Background: an optimization exercise with open tools, aiming at small area. Do not read the settings as production practice. The RTL was checked by simulation tests, not by an equivalence proof against the original design. Power figures rest on the tool's default switching activity, not on a simulated workload.

## job 7510
## packet_timestamp_interpolator
module packet_timestamp_interpolator
(
    input  logic         clk,
    input  logic         rst_n,
    input  logic         cfg_valid,
    output logic         cfg_ready,
    input  logic [1:0]   cfg_index,
    input  logic [63:0]  cfg_data,
    input  logic         in_valid,
    output logic         in_ready,
    input  logic [15:0]  packet_length,
    input  logic [63:0]  cycle_count,
    output logic         out_valid,
    input  logic         out_ready,
    output logic [63:0]  timestamp,
    output logic         recalibrated
);
export LEC_CHECK = 0
export CAP_MARGIN = 35
export CORE_MARGIN = 2
export CORE_UTILIZATION = 40
export SLEW_MARGIN = 35
create_clock -name core_clock -period 8.0 [get_ports {clk}]
standard.sh (not shown) runs the stock make flow with config.mk's settings and CLKGATE_MAP_FILE= SYNTH_SCRIPT=/design/flow/synth_recipe.tcl, a recipe that flattens the netlist after the stock synthesis.
==> flow/flow/run.sh <==
#!/bin/bash
# Standard ORFS layout with two changes: ports are buffered with
# sky130_fd_sc_hd__buf_1, and clock tree synthesis uses clkbuf_4 with
# sink clusters of at most 10 flip-flops and no dummy loads.
set -euo pipefail
bash standard.sh finish \
  "BUFFER_PORTS_ARGS=-buffer_cell sky130_fd_sc_hd__buf_1" \
  "CTS_ARGS=-sink_clustering_enable -repair_clock_nets -dont_use_dummy_load -buf_list sky130_fd_sc_hd__clkbuf_4 -sink_clustering_size 10 -sink_clustering_max_diameter 40" \
  > flow_make.log 2>&1
Job 7510 completed every stage of the flow, and the final layout passed the timing, design-rule and antenna checks.
Setup changes, job 7510 to job 8132
==> flow/run.sh (new file) <==
#!/bin/bash
# synth_recipe.tcl (not shown) runs the flow's synth.tcl, then flattens the netlist and writes it again
# the make line also repeats each setting of config.mk as NAME=value (left out here)
make -C /OpenROAD-flow-scripts/flow DESIGN_CONFIG=/design/flow/config.mk WORK_HOME=/design/flow/orfs CLKGATE_MAP_FILE= SYNTH_SCRIPT=/design/flow/synth_recipe.tcl finish
removed: flow/flow/run.sh
removed: flow/standard.sh
--- outcome ---
Looking at slowest library cell on the worst path, the fa_1 result is from job 8132; the dfxtp_2 one comes from job 7510. Reported for job 8132 and job 7510, fraction of registers with async set/reset turned out identical to the last digit. NOTE routed wire length job 7510->job 8132 increased slightly. Of the two values seen for top layer used by detailed routing, met4 was produced by job 7510 and met5 by job 8132. Between job 7510 and job 8132, the routed via count figures differ only marginally.
What job 7277 does differently from job 8132 at the input level:
==> flow/flow/run.sh (new file) <==
#!/bin/bash
# Standard ORFS layout with two changes: ports are buffered with
# sky130_fd_sc_hd__buf_1, and clock tree synthesis uses clkbuf_4 with
# sink clusters of at most 12 flip-flops and no dummy loads.
set -euo pipefail
bash standard.sh finish \
  "BUFFER_PORTS_ARGS=-buffer_cell sky130_fd_sc_hd__buf_1" \
  "CTS_ARGS=-sink_clustering_enable -repair_clock_nets -dont_use_dummy_load -buf_list sky130_fd_sc_hd__clkbuf_4 -sink_clustering_size 12 -sink_clustering_max_diameter 40" \
  > flow_make.log 2>&1
==> flow/standard.sh (new file) <==
#!/bin/bash
# synth_recipe.tcl (not shown) runs the flow's synth.tcl, then flattens the netlist and writes it again
# the make line also repeats each setting of config.mk as NAME=value (left out here)
make -C /OpenROAD-flow-scripts/flow DESIGN_CONFIG=/design/flow/config.mk WORK_HOME=/design/flow/orfs CLKGATE_MAP_FILE= SYNTH_SCRIPT=/design/flow/synth_recipe.tcl "${@:-finish}"
removed: flow/run.sh
==> run notes <==
fa_1 as the slowest cell on the critical path was reported by job 8132, and dfxtp_2 by job 7277. For sequential power, job 8132 and job 7277 come out practically identical. Between job 7277 and job 8132, the via count is lower for job 7277. Compared with job 8132, in job 7277 synthesis-to-finish area growth went down; final cell count without fillers went down; total length of routed met2 wires went down; total power divided by cell area went down.

---

Another version of the RTL of packet_timestamp_interpolator (not shown whole).
For scale: roughly 220 I/O pins.
make LEC_CHECK=0 CAP_MARGIN=35 CORE_MARGIN=2 CORE_UTILIZATION=40 CTS_BUF_LIST=sky130_fd_sc_hd__clkbuf_4 SLEW_MARGIN=35 finish   # period 8.0 ns
run.sh (not shown) runs the stock make flow with config.mk's settings and CLKGATE_MAP_FILE= SYNTH_SCRIPT=/design/flow/synth_recipe.tcl, a recipe that flattens the netlist after the stock synthesis.
Stock flow here: none of the scripts above is used.
The baseline completed with no timing, DRC or antenna violations.
Change:
CTS_BUF_LIST = default   (was sky130_fd_sc_hd__clkbuf_4)
After rerunning: Maximum frequency is about the same. Combinational power barely changes. Critical path depth is unchanged. Synthesized area is unchanged. Core utilization came out higher by 0.25 points. Count of clock-buffer cells in the layout came out lower by 107. Via count came out lower by 4.2%. Die area is unchanged. Setup slack stays flat. Routed wire length came out lower by 1.1%.
Change:
==> flow/flow/run.sh (new file) <==
#!/bin/bash
# Standard ORFS layout; the only change is the cell used to buffer the ports
# (sky130_fd_sc_hd__buf_1 instead of the one buffer_ports picks by itself).
set -euo pipefail
bash standard.sh finish "BUFFER_PORTS_ARGS=-buffer_cell sky130_fd_sc_hd__buf_1" > flow_make.log 2>&1
==> flow/standard.sh (new file) <==
#!/bin/bash
# synth_recipe.tcl (not shown) runs the flow's synth.tcl, then flattens the netlist and writes it again
# the make line also repeats each setting of config.mk as NAME=value (left out here)
make -C /OpenROAD-flow-scripts/flow DESIGN_CONFIG=/design/flow/config.mk WORK_HOME=/design/flow/orfs CLKGATE_MAP_FILE= SYNTH_SCRIPT=/design/flow/synth_recipe.tcl "${@:-finish}"
CTS_BUF_LIST = sky130_fd_sc_hd__clkbuf_4   (was default)
removed: flow/run.sh
=>
- The new run finished with timing, DRC and antenna clean
- final area falls by a few percent
- worst setup slack gets better by 250 ps
- sequential share of layout area increases by 3.9 points
- core utilization came out lower by 3.1 points
Change:
==> flow/run.sh (new file) <==
#!/bin/bash
# synth_recipe.tcl (not shown) runs the flow's synth.tcl, then flattens the netlist and writes it again
# the make line also repeats each setting of config.mk as NAME=value (left out here)
make -C /OpenROAD-flow-scripts/flow DESIGN_CONFIG=/design/flow/config.mk WORK_HOME=/design/flow/orfs CLKGATE_MAP_FILE= SYNTH_SCRIPT=/design/flow/synth_recipe.tcl finish
CORE_UTILIZATION = 70   (was 40)
CTS_BUF_LIST = default   (was sky130_fd_sc_hd__clkbuf_4)
removed: flow/flow/run.sh
removed: flow/standard.sh
Now the flow stopped in clock tree synthesis (DPL-0033).
Synthesized cell count does not change.
Area after synthesis stays the same.

separate check: timing with driven ports:
No port has a modelled driver above. Below, the same layouts with a new extraction and two added sets of constraints. Step 1 sets driving cells, clkbuf_16 on the clock port and buf_2 on the other inputs (assumed; they add their load-dependent delay and slew). Step 2 times the ports against the registers' clock, not the clock port: input delays grow and output delays shrink by t, the midpoint of the rising clock arrivals with the driver on. Three values: ideal ports, drivers, drivers and shift; two values: the first two.
run	t (ns)	slack for setup (ns)	worst setup path after step 2	pins driven straight from the clock port
job 7510	0.802	2.082 / 2.082 / 1.448	input to register	1
job 8132	0.620	1.875 / 1.907 / 1.287	input to register	1
job 7277	0.831	2.042 / 2.042 / 1.431	input to register	1
the first run of note 2	0.868	2.591 / 2.591 / 2.087	input to register	1
the second run of note 2	0.627	2.590 / 2.590 / 2.110	input to register	1
the third run of note 2	0.879	2.844 / 2.844 / 2.423	input to register	1
After both steps every run listed still meets setup and hold. The setup slack of job 7510, which loses most, moves by 0.000 ns with the drivers and by -0.634 ns with both steps.
